Background: an optimization exercise with open tools, aiming at small area, a short achievable clock period and few clock cycles per item. Do not read the settings as production practice.
Where RTL was checked, it was by simulation tests only, not by an equivalence proof against the original.
Power is estimated from default activity; no workload was simulated. The clock port is modelled as an ideal driver; clocking choices that lean on that would not hold on a real chip.

==> flow/design.v <==
package arp_pkg;
  localparam int IP_W  = 32;
  localparam int MAC_W = 48;
  typedef struct packed {
    logic             mode;
    logic [IP_W-1:0]  ip_addr;
    logic [MAC_W-1:0] mac_in;
  } in_t;
  typedef struct packed {
    logic             hit;
    logic [MAC_W-1:0] mac_out;
  } out_t;
  localparam logic MODE_LOOKUP = 1'b0;
  localparam logic MODE_ADD    = 1'b1;
endpackage
module arp_cell (
  input  logic                      clk,
  input  logic                      wr_en,
  input  logic [arp_pkg::IP_W-1:0]  wr_ip,
  input  logic [arp_pkg::MAC_W-1:0] wr_mac,
  input  logic [arp_pkg::IP_W-1:0]  key,
  output logic                      match,
  output logic [arp_pkg::MAC_W-1:0] mac
);
  logic [arp_pkg::IP_W-1:0] ip;
  always_ff @(posedge clk) begin
    if (wr_en) begin
      ip  <= wr_ip;
      mac <= wr_mac;
    end
  end
  assign match = (ip == key);
endmodule
module arp_cache_table #(
  parameter int ENTRIES = 16
) (
  input  logic clk,
  input  logic rst,
  input  logic req_valid,
  output logic req_stall,
  input  arp_pkg::in_t  req,
  output logic rsp_valid,
  input  logic rsp_stall,
  output arp_pkg::out_t rsp
);
  localparam int IDX_W = (ENTRIES > 1) ? $clog2(ENTRIES) : 1;
  logic                      lk0;       
  logic                      ad0;       
  logic [arp_pkg::IP_W-1:0]  ip0;
  logic [arp_pkg::MAC_W-1:0] mac0;
  logic [ENTRIES-1:0]        hit_rd0;   
  logic [ENTRIES-1:0]        hit_wr0;   
  logic blocked;
  logic hold;
  logic accept;
  logic acc_add;
  assign hold      = blocked && rsp_stall;
  assign req_stall = hold;
  assign accept    = req_valid && !hold;
  assign acc_add   = accept && req.mode == arp_pkg::MODE_ADD;
  logic [ENTRIES-1:0]                      valid;
  logic [ENTRIES-1:0]                      match;
  logic [ENTRIES-1:0]                      wr_en;
  logic [ENTRIES-1:0][arp_pkg::MAC_W-1:0]  slot_mac;
  for (genvar i = 0; i < ENTRIES; i++) begin : g_slot
    arp_cell u_cell (
      .clk    (clk),
      .wr_en  (wr_en[i]),
      .wr_ip  (ip0),
      .wr_mac (mac0),
      .key    (req.ip_addr),
      .match  (match[i]),
      .mac    (slot_mac[i])
    );
  end
  logic               eq_prev;
  logic [ENTRIES-1:0] hit_in;
  assign eq_prev = (req.ip_addr == ip0);
  always_comb begin
    for (int i = 0; i < ENTRIES; i++) begin
      if (wr_en[i]) hit_in[i] = eq_prev;
      else          hit_in[i] = valid[i] && match[i];
    end
  end
  always_ff @(posedge clk) begin
    if (rst) begin
      lk0 <= 1'b0;
    end else if (!hold) begin
      lk0 <= accept && req.mode == arp_pkg::MODE_LOOKUP;
    end
  end
  always_ff @(posedge clk) begin
    if (rst) begin
      ad0 <= 1'b0;
    end else begin
      ad0 <= acc_add;
    end
  end
  always_ff @(posedge clk) begin
    if (!hold) begin
      hit_rd0 <= hit_in;
    end
  end
  always_ff @(posedge clk) begin
    hit_wr0 <= hit_in & {ENTRIES{acc_add}};
    ip0     <= req.ip_addr;
    mac0    <= req.mac_in;
  end
  logic [IDX_W-1:0]   alloc_idx;
  logic               full;
  logic [ENTRIES-1:0] alloc;
  logic               new_slot;
  always_comb begin
    for (int i = 0; i < ENTRIES; i++) begin
      valid[i] = full || (alloc_idx > IDX_W'(i));
      alloc[i] = (alloc_idx == IDX_W'(i));
    end
    new_slot = ad0 && !(|hit_wr0);
    wr_en    = hit_wr0 | (alloc & {ENTRIES{new_slot}});
  end
  always_ff @(posedge clk) begin
    if (rst) begin
      alloc_idx <= '0;
      full      <= 1'b0;
    end else if (new_slot) begin
      if (!full && alloc_idx == IDX_W'(ENTRIES - 1)) begin
        full      <= 1'b1;
        alloc_idx <= IDX_W'(1 % ENTRIES);
      end else begin
        alloc_idx <= IDX_W'(alloc_idx + 1'b1);
      end
    end
  end
  logic [arp_pkg::MAC_W-1:0] rd_mac;
  logic                      load_rsp;
  logic                      rv_next;
  always_comb begin
    rd_mac = '0;
    for (int i = 0; i < ENTRIES; i++) begin
      rd_mac = rd_mac | (slot_mac[i] & {arp_pkg::MAC_W{hit_rd0[i]}});
    end
  end
  assign load_rsp = !(rsp_valid && rsp_stall);
  assign rv_next  = load_rsp ? lk0 : 1'b1;
  always_ff @(posedge clk) begin
    if (rst) begin
      rsp_valid <= 1'b0;
      blocked   <= 1'b0;
    end else begin
      rsp_valid <= rv_next;
      blocked   <= rv_next && (hold ? 1'b1 : (accept && req.mode == arp_pkg::MODE_LOOKUP));
    end
  end
  always_ff @(posedge clk) begin
    if (load_rsp) begin
      rsp.hit     <= |hit_rd0;
      rsp.mac_out <= rd_mac;
    end
  end
endmodule
module arp_cache (
  input  logic        clk,
  input  logic        rst,
  input  logic        req_valid,
  output logic        req_stall,
  input  logic        req_mode,
  input  logic [31:0] req_ip,
  input  logic [47:0] req_mac,
  output logic        rsp_valid,
  input  logic        rsp_stall,
  output logic        rsp_hit,
  output logic [47:0] rsp_mac
);
  arp_pkg::in_t  req;
  arp_pkg::out_t rsp;
  assign req.mode    = req_mode;
  assign req.ip_addr = req_ip;
  assign req.mac_in  = req_mac;
  assign rsp_hit     = rsp.hit;
  assign rsp_mac     = rsp.mac_out;
  arp_cache_table #(.ENTRIES(16)) u_table (
    .clk(clk), .rst(rst), .req_valid(req_valid), .req_stall(req_stall), .req(req),
    .rsp_valid(rsp_valid), .rsp_stall(rsp_stall), .rsp(rsp)
  );
endmodule
export LEC_CHECK = 0
export CAP_MARGIN = 20
export CORE_MARGIN = 2
export CORE_UTILIZATION = 70
export CTS_CLUSTER_DIAMETER = 100
export CTS_CLUSTER_SIZE = 30
export SETUP_SLACK_MARGIN = 2.6
export SLEW_MARGIN = 20
export TNS_END_PERCENT = 20
create_clock -name core_clock -period 5.0 [get_ports {clk}]
standard.sh (not shown) runs the stock make flow with config.mk's settings and CLKGATE_MAP_FILE= SYNTH_SCRIPT=/design/flow/synth_recipe.tcl, a recipe that flattens the netlist after the stock synthesis.
==> flow/flow/run.sh <==
#!/bin/bash
# layout flow: the standard flow with buf_2 port buffers, the input buffers of the
# high-fanout inputs upsized after global placement, and no dummy clock loads
export BUFFER_PORTS_ARGS="-buffer_cell sky130_fd_sc_hd__buf_2"
export POST_GLOBAL_PLACE_TCL="$(pwd)/flow/post_gp.tcl"
export CTS_ARGS="-sink_clustering_enable -repair_clock_nets -sink_clustering_size 30 -sink_clustering_max_diameter 100 -dont_use_dummy_load"
bash standard.sh > standard.log 2>&1
==> flow/flow/post_gp.tcl <==
# after global placement: upsize the port buffers of the inputs with many loads
# (req_ip feeds the compare of every slot; rsp_stall, req_valid and req_mode feed the hold logic)
set block [ord::get_db_block]
foreach bt [$block getBTerms] {
  set name [$bt getName]
  if {[string match "req_ip*" $name] || $name eq "rsp_stall" || $name eq "req_valid" || $name eq "req_mode"} {
    set net [$bt getNet]
    foreach it [$net getITerms] {
      set inst [$it getInst]
      if {[[$inst getMaster] getName] ne "sky130_fd_sc_hd__buf_8"} {
        puts "upsizing port buffer [$inst getName] of $name"
        replace_cell [$inst getName] sky130_fd_sc_hd__buf_8
      }
    }
  }
}
Next try:
--- a/flow/design.v
+++ b/flow/design.v
@@ -44,20 +44,17 @@
   output arp_pkg::out_t rsp
 );
   localparam int IDX_W = (ENTRIES > 1) ? $clog2(ENTRIES) : 1;
-  logic                      lk0;       
-  logic                      ad0;       
+  logic                      v0;
+  logic                      add0;
   logic [arp_pkg::IP_W-1:0]  ip0;
   logic [arp_pkg::MAC_W-1:0] mac0;
-  logic [ENTRIES-1:0]        hit_rd0;   
-  logic [ENTRIES-1:0]        hit_wr0;   
+  logic [ENTRIES-1:0]        hit0;
   logic blocked;
   logic hold;
   logic accept;
-  logic acc_add;
   assign hold      = blocked && rsp_stall;
   assign req_stall = hold;
   assign accept    = req_valid && !hold;
-  assign acc_add   = accept && req.mode == arp_pkg::MODE_ADD;
   logic [ENTRIES-1:0]                      valid;
   logic [ENTRIES-1:0]                      match;
   logic [ENTRIES-1:0]                      wr_en;
@@ -84,45 +81,42 @@
   end
   always_ff @(posedge clk) begin
     if (rst) begin
-      lk0 <= 1'b0;
+      v0 <= 1'b0;
     end else if (!hold) begin
-      lk0 <= accept && req.mode == arp_pkg::MODE_LOOKUP;
-    end
-  end
-  always_ff @(posedge clk) begin
-    if (rst) begin
-      ad0 <= 1'b0;
-    end else begin
-      ad0 <= acc_add;
+      v0 <= accept;
     end
   end
   always_ff @(posedge clk) begin
     if (!hold) begin
-      hit_rd0 <= hit_in;
+      add0 <= req.mode;
+      hit0 <= hit_in;
     end
   end
   always_ff @(posedge clk) begin
-    hit_wr0 <= hit_in & {ENTRIES{acc_add}};
-    ip0     <= req.ip_addr;
-    mac0    <= req.mac_in;
+    ip0  <= req.ip_addr;
+    mac0 <= req.mac_in;
   end
   logic [IDX_W-1:0]   alloc_idx;
   logic               full;
   logic [ENTRIES-1:0] alloc;
-  logic               new_slot;
+  logic               any_hit;
+  logic               do_add;
+  logic               adv;
   always_comb begin
     for (int i = 0; i < ENTRIES; i++) begin
       valid[i] = full || (alloc_idx > IDX_W'(i));
       alloc[i] = (alloc_idx == IDX_W'(i));
     end
-    new_slot = ad0 && !(|hit_wr0);
-    wr_en    = hit_wr0 | (alloc & {ENTRIES{new_slot}});
+    any_hit = |hit0;
+    do_add  = v0 && add0;
+    wr_en   = {ENTRIES{do_add}} & (hit0 | (any_hit ? '0 : alloc));
   end
+  assign adv = do_add && !any_hit;
   always_ff @(posedge clk) begin
     if (rst) begin
       alloc_idx <= '0;
       full      <= 1'b0;
-    end else if (new_slot) begin
+    end else if (adv) begin
       if (!full && alloc_idx == IDX_W'(ENTRIES - 1)) begin
         full      <= 1'b1;
         alloc_idx <= IDX_W'(1 % ENTRIES);
@@ -132,16 +126,18 @@
     end
   end
   logic [arp_pkg::MAC_W-1:0] rd_mac;
+  logic                      push;
   logic                      load_rsp;
   logic                      rv_next;
   always_comb begin
     rd_mac = '0;
     for (int i = 0; i < ENTRIES; i++) begin
-      rd_mac = rd_mac | (slot_mac[i] & {arp_pkg::MAC_W{hit_rd0[i]}});
+      rd_mac = rd_mac | (slot_mac[i] & {arp_pkg::MAC_W{hit0[i]}});
     end
   end
+  assign push     = v0 && !add0;
   assign load_rsp = !(rsp_valid && rsp_stall);
-  assign rv_next  = load_rsp ? lk0 : 1'b1;
+  assign rv_next  = load_rsp ? push : 1'b1;
   always_ff @(posedge clk) begin
     if (rst) begin
       rsp_valid <= 1'b0;
@@ -153,7 +149,7 @@
   end
   always_ff @(posedge clk) begin
     if (load_rsp) begin
-      rsp.hit     <= |hit_rd0;
+      rsp.hit     <= any_hit;
       rsp.mac_out <= rd_mac;
     end
   end
Outcome: Total power went down by 0.72%; routed wire length went down by about 5%; via count went down by about 3.3%; sequential share of layout area went up by 1.0 points; fmax went up by about 11%; cell area went down by about 2.1%; die area went down by about 0.65%; clock-buffer cell count went down by 1; non-clock buffer count went down by 34; synthesized area went down by about 0.66%; cell count went down by about 3.3%; core utilization went down by 1.4 points.
Testbench counts after the change, summed over its fixed seeds: cycles 18,012, items 18,000.
Function not checked in the first run of this note: the RTL went through the layout flow alone.

re-timing with driven ports:
The flow's constraints put no driver on any port. The routed layouts listed below were extracted and timed again, unchanged, in two steps. Step 1 sets driving cells, clkbuf_16 on the clock port and buf_2 on the other inputs (assumed; they add their load-dependent delay and slew). Step 2, shift: input delay + t, output delay - t, t = (earliest + latest rising clock arrival at the registers) / 2. This alone moves slack from input paths to output paths. Slacks: ideal ports / drivers / drivers and shift; pairs: ideal ports / drivers.
| run | t, ns | setup slack, ns | hold slack, ns | worst setup path after step 2 |
|---|---|---|---|---|
| the first run | 0.711 | 2.230 / 2.237 / 1.539 | 0.416 / 0.374 / 0.488 | input to register |
| the second run | 0.726 | 2.510 / 2.510 / 1.827 | 0.404 / 0.361 / 0.425 | input to register |
After both steps every run listed still meets setup and hold. The setup slack of the first run, which loses most, moves by +0.007 ns with the drivers and by -0.691 ns with both steps.
